This design comes from an exercise in tuning for small area and a short achievable clock period on the open sky130 flow, not from production work. In this exercise RTL edits were held to simulation tests only and were not proved equivalent to the original.

==> job 3386: inputs <==
==> flow/design.v (excerpt) <==
module bfp_dot_product (
    input  logic                    i_clk,
    input  logic                    i_reset_n,
    input  logic                    i_valid,
    input  logic [(8 + 16 * (3 + 1))-1:0] i_act,
    input  logic [(8 + 16 * (3 + 1))-1:0] i_weight,
    output logic                    o_valid,
    output logic [(1 + 8 + 23)-1:0]        o_result
);
    logic        v1, v2;
    logic [88:0] s1_r;
    logic [15:0] s1_exp;
    logic [14:0] cut;
    logic [14:0] s2_cut;
    logic [9:0]  s2_e0;
    logic [19:0] res;
    logic [19:0] s3_res;
    always_ff @(posedge i_clk or negedge i_reset_n) begin
        if (!i_reset_n) begin
            v1      <= 1'b0;
            v2      <= 1'b0;
            o_valid <= 1'b0;
        end else begin
            v1      <= i_valid;
            v2      <= v1;
            o_valid <= v2;
        end
    end
    bfp_product_array bfp_product_array_inst (
        .i_clk    (i_clk),
        .i_act    (i_act),
        .i_weight (i_weight),
        .o_r      (s1_r),
        .o_exp    (s1_exp)
    );
  ...
Settings: LEC_CHECK=0, CAP_MARGIN=20, CORE_MARGIN=2, CORE_UTILIZATION=40, SLEW_MARGIN=20; clock period 10.5 ns.
standard.sh (not shown) runs the stock make flow with config.mk's settings and CLKGATE_MAP_FILE= SYNTH_SCRIPT=/design/flow/synth_recipe.tcl, a recipe that flattens the netlist after the stock synthesis.
==> flow/flow/run.sh <==
#!/bin/bash
# Own layout flow: the standard ORFS flow, with these changes in how the layout is made:
#  - the port buffers are sky130_fd_sc_hd__buf_1 cells (buffer_ports picks a delay cell otherwise);
#  - synthesis skips the generic ABC pass inside Yosys's synth (SYNTH_ARGS=-noabc), so the
#    full adders are extracted from the design's own gates (fewer inverters); the script
#    is still synth_recipe.tcl, so registers keep their names and cell types;
#  - timing repair aims for extra setup slack (SETUP_SLACK_MARGIN), only on the worst endpoints.
# The clock period and constraints are the standard flow's, unchanged.
set -euo pipefail
export BUFFER_PORTS_ARGS="-buffer_cell sky130_fd_sc_hd__buf_1"
export SYNTH_ARGS="-noabc"
export SETUP_SLACK_MARGIN=7.05
export TNS_END_PERCENT=${TNS:-5}
bash standard.sh > standard.log 2>&1
==> job 8777: changes against job 3386 <==
--- a/flow/flow/run.sh
+++ b/flow/flow/run.sh
@@ -9,6 +9,6 @@
 set -euo pipefail
 export BUFFER_PORTS_ARGS="-buffer_cell sky130_fd_sc_hd__buf_1"
 export SYNTH_ARGS="-noabc"
-export SETUP_SLACK_MARGIN=7.05
+export SETUP_SLACK_MARGIN=6.9
 export TNS_END_PERCENT=${TNS:-5}
 bash standard.sh > standard.log 2>&1
- CORE_UTILIZATION: 40 -> 60
- PLACE_DENSITY: not set -> 0.7
==> qor summary <==
quantity                                                                              job 3386                 job 8777
Result of the run                                                      complete, no violations  complete, no violations
Worst-case clock skew                                                                  13.2 ps                  8.24 ps
Top layer used by detailed routing                                                        met4                     met5
Fill cell instance count of the final layout                                              2477                     1368
Clk cell area share                                                                      3.69%                    4.65%
Depth of the critical timing path with buffers and inverters included                        6                        5
Drt first-iter violations                                                                  643                      439
Placer Congestion                                                                        0.875                    0.900
Wire length of the first global-routing pass                                           45.5 mm                  45.0 mm
Register-to-register path setup slack                                                  6920 ps                  6830 ps
1st-pass router iterations                                                                   6                        7
Count of cells resized by post-cts repair                                                   61                       36
Post-route cell area                                                               15100 sq um              14400 sq um
Area enclosed by the die boundary                                                  30700 sq um              20700 sq um
Number of well-tap cells placed                                                            384                      265
Die boundary height                                                                     175 um                   144 um

==> job 5934 <==
bfp_dot_product, a different RTL version from the one above (not shown whole).
// bfp_dot_product
module bfp_dot_product (
    input  logic                    i_clk,
    input  logic                    i_reset_n,
    input  logic                    i_valid,
    input  logic [(8 + 16 * (3 + 1))-1:0] i_act,
    input  logic [(8 + 16 * (3 + 1))-1:0] i_weight,
    output logic                    o_valid,
    output logic [(1 + 8 + 23)-1:0]        o_result
);
Settings: LEC_CHECK=0, CAP_MARGIN=20, CORE_MARGIN=2, CORE_UTILIZATION=40, SLEW_MARGIN=20; clock period 10.5 ns.
==> flow/flow/run.sh <==
#!/bin/bash
# Own layout flow: the standard ORFS flow, with these changes in how the layout is made:
#  - the port buffers are sky130_fd_sc_hd__buf_1 cells (buffer_ports picks a delay cell otherwise);
#  - synthesis skips the generic ABC pass inside Yosys's synth (SYNTH_ARGS=-noabc), so the
#    full adders are extracted from the design's own gates (fewer inverters); the script
#    is still synth_recipe.tcl, so registers keep their names and cell types;
#  - timing repair aims for extra setup slack (SETUP_SLACK_MARGIN), only on the worst endpoints;
#  - ABC maps for area (ABC_AREA=1), leaving speed to the timing repair;
#  - clock tree synthesis inserts no dummy loads (CTS_ARGS, otherwise ORFS's own arguments).
# The clock period and constraints are the standard flow's, unchanged.
set -euo pipefail
export BUFFER_PORTS_ARGS="-buffer_cell sky130_fd_sc_hd__buf_1"
export SYNTH_ARGS="-noabc"
export SETUP_SLACK_MARGIN=7.0
export TNS_END_PERCENT=${TNS:-5}
export ABC_AREA=1
export CTS_ARGS="-sink_clustering_enable -repair_clock_nets -dont_use_dummy_load"
bash standard.sh > standard.log 2>&1
==> inputs of job 7163, as changes to job 5934 <==
--- a/flow/flow/run.sh
+++ b/flow/flow/run.sh
@@ -6,5 +6,3 @@
 #    is still synth_recipe.tcl, so registers keep their names and cell types;
-#  - timing repair aims for extra setup slack (SETUP_SLACK_MARGIN), only on the worst endpoints;
-#  - ABC maps for area (ABC_AREA=1), leaving speed to the timing repair;
-#  - clock tree synthesis inserts no dummy loads (CTS_ARGS, otherwise ORFS's own arguments).
+#  - timing repair aims for extra setup slack (SETUP_SLACK_MARGIN), only on the worst endpoints.
 # The clock period and constraints are the standard flow's, unchanged.
@@ -16,3 +14,2 @@
 export ABC_AREA=1
-export CTS_ARGS="-sink_clustering_enable -repair_clock_nets -dont_use_dummy_load"
 bash standard.sh > standard.log 2>&1
==> reports/results.tsv <==
stage	metric	value	unit
outcome	outcome	finished clean	
cells_and_area	final_core_util	48.3	%
grt	grt_pass1_wl	49.9	mm
drt	route.met3.wl	1.14	mm
cells_and_area	nClkBuffers	19	
cells_and_area	stdcell_area	0.0144	mm^2
sta	whs	327	ps
That was job 7163.
==> reports/results.tsv <==
stage	metric	value	unit
drt	route.met3.wl	1.25	mm
grt	grt_pass1_wl	49.7	mm
outcome	outcome	finished clean	
cells_and_area	nClkBuffers	17	
cells_and_area	final_core_util	47.7	%
hold_path	min_from	bfp_product_array_inst.o_exp[0]	
clocking	clockRootBuffer	clkbuf_16	
cells_and_area	stdcell_area	0.0142	mm^2
worst_setup_path	cp-startpoint	i_weight[19]	
cells_and_area	register_area	0.00304	mm^2
That was job 5934.

==> inputs of run a <==
Starting RTL as in the previous note.
Design bfp_dot_product, start of the top module:
module bfp_dot_product (
    input  logic                    i_clk,
    input  logic                    i_reset_n,
    input  logic                    i_valid,
    input  logic [(8 + 16 * (3 + 1))-1:0] i_act,
    input  logic [(8 + 16 * (3 + 1))-1:0] i_weight,
    output logic                    o_valid,
    output logic [(1 + 8 + 23)-1:0]        o_result
);
    logic        v1, v2;
    logic [90:0] s1_r;
    logic [8:0] s1_exp;
    logic [16:0] cut;
    logic [16:0] s2_cut;
    logic [9:0]  s2_e0;
    logic [20:0] res;
    logic [20:0] s3_res;
    always_ff @(posedge i_clk or negedge i_reset_n) begin
        if (!i_reset_n) begin
            v1      <= 1'b0;
            v2      <= 1'b0;
            o_valid <= 1'b0;
        end else begin
            v1      <= i_valid;
            v2      <= v1;
            o_valid <= v2;
        end
    end
    bfp_product_array bfp_product_array_inst (
        .i_clk    (i_clk),
        .i_act    (i_act),
        .i_weight (i_weight),
        .o_r      (s1_r),
        .o_exp    (s1_exp)
    );
    bfp_adder_tree bfp_adder_tree_inst (
        .i_r      (s1_r),
        .o_cut   (cut)
    );
  ...
export LEC_CHECK = 0
export CAP_MARGIN = 20
export CORE_MARGIN = 2
export CORE_UTILIZATION = 40
export SLEW_MARGIN = 20
create_clock -name core_clock -period 10.5 [get_ports {i_clk}]
==> flow/flow/run.sh <==
#!/bin/bash
# Own layout flow: the standard ORFS flow, with these changes in how the layout is made:
#  - the port buffers are sky130_fd_sc_hd__buf_1 cells (buffer_ports picks a delay cell otherwise);
#  - synthesis skips the generic ABC pass inside Yosys's synth (SYNTH_ARGS=-noabc), so the
#    full adders are extracted from the design's own gates (fewer inverters); the script
#    is still synth_recipe.tcl, so registers keep their names and cell types;
#  - timing repair aims for extra setup slack (SETUP_SLACK_MARGIN), only on the worst endpoints;
#  - ABC maps for area (ABC_AREA=1), leaving speed to the timing repair;
#  - clock tree synthesis inserts no dummy loads (CTS_ARGS, otherwise ORFS's own arguments).
# The clock period and constraints are the standard flow's, unchanged.
set -euo pipefail
export BUFFER_PORTS_ARGS="-buffer_cell sky130_fd_sc_hd__buf_1"
export SYNTH_ARGS="-noabc"
export SETUP_SLACK_MARGIN=7.15
export TNS_END_PERCENT=${TNS:-5}
export ABC_AREA=1
export CTS_ARGS="-sink_clustering_enable -repair_clock_nets -dont_use_dummy_load"
bash standard.sh > standard.log 2>&1
==> inputs of run b, as changes to run a <==
--- a/flow/flow/run.sh
+++ b/flow/flow/run.sh
@@ -6,5 +6,3 @@
 #    is still synth_recipe.tcl, so registers keep their names and cell types;
-#  - timing repair aims for extra setup slack (SETUP_SLACK_MARGIN), only on the worst endpoints;
-#  - ABC maps for area (ABC_AREA=1), leaving speed to the timing repair;
-#  - clock tree synthesis inserts no dummy loads (CTS_ARGS, otherwise ORFS's own arguments).
+#  - timing repair aims for extra setup slack (SETUP_SLACK_MARGIN), only on the worst endpoints.
 # The clock period and constraints are the standard flow's, unchanged.
@@ -13,3 +11,3 @@
 export SYNTH_ARGS="-noabc"
-export SETUP_SLACK_MARGIN=7.15
+export SETUP_SLACK_MARGIN=7.0
 export TNS_END_PERCENT=${TNS:-5}
==> flow_metrics.env <==
export IMPL_finalCritPeriodShare_pct=32.9
export IMPL_fin_worst_skew_ns=0.0322
export IMPL_num_vias=9216
export IMPL_area_growth_pct=17.3
export IMPL_routedWlPerCell_um=15.7
export IMPL_wl_met2_um=16400
export IMPL_vias_per_cell=4.66
export IMPL_status="complete, no violations"
That was run a.
==> flow_metrics.env <==
export IMPL_status="complete, no violations"
export IMPL_wl_met2_um=15900
export IMPL_vias_per_cell=4.64
export IMPL_area_growth_pct=16.5
That was run b.

-- re-timing with driven ports --
The results above use ideal ports. As a check the final layouts listed here were re-extracted and re-timed, cells and wires unchanged.
Step 1: set_driving_cell puts a clkbuf_16 on i_clk and a buf_2 on each other input, an assumption about the parent block.
Step 2 also shifts input and output timing later by t, the mid clock arrival at the registers, as if the neighbouring blocks saw the same clock.
Slacks: no drivers / after step 1 / after step 2; pairs: no drivers / after step 1.
run	shift t [ns]	setup slack, ns	worst setup path at the end	latest minus earliest clock arrival (ns)	worst slew at a driven data input, ns
job 3386	0.477	6.914 / 6.918 / 6.468	input to register	0.014 / 0.014	0.05
job 8777	0.466	6.809 / 6.830 / 6.364	input to register	0.009 / 0.009	0.07
job 5934	0.463	7.046 / 7.069 / 6.606	input to register	0.028 / 0.028	0.04
job 7163	0.471	7.055 / 7.079 / 6.608	input to register	0.016 / 0.016	0.04
run a	0.468	7.044 / 7.072 / 6.604	input to register	0.035 / 0.034	0.04
run b	0.463	7.046 / 7.069 / 6.606	input to register	0.028 / 0.028	0.04
After both steps setup and hold are still met in every run listed. For job 7163, which loses most, drivers alone change the setup slack by +0.024 ns; drivers and shift together by -0.447 ns.
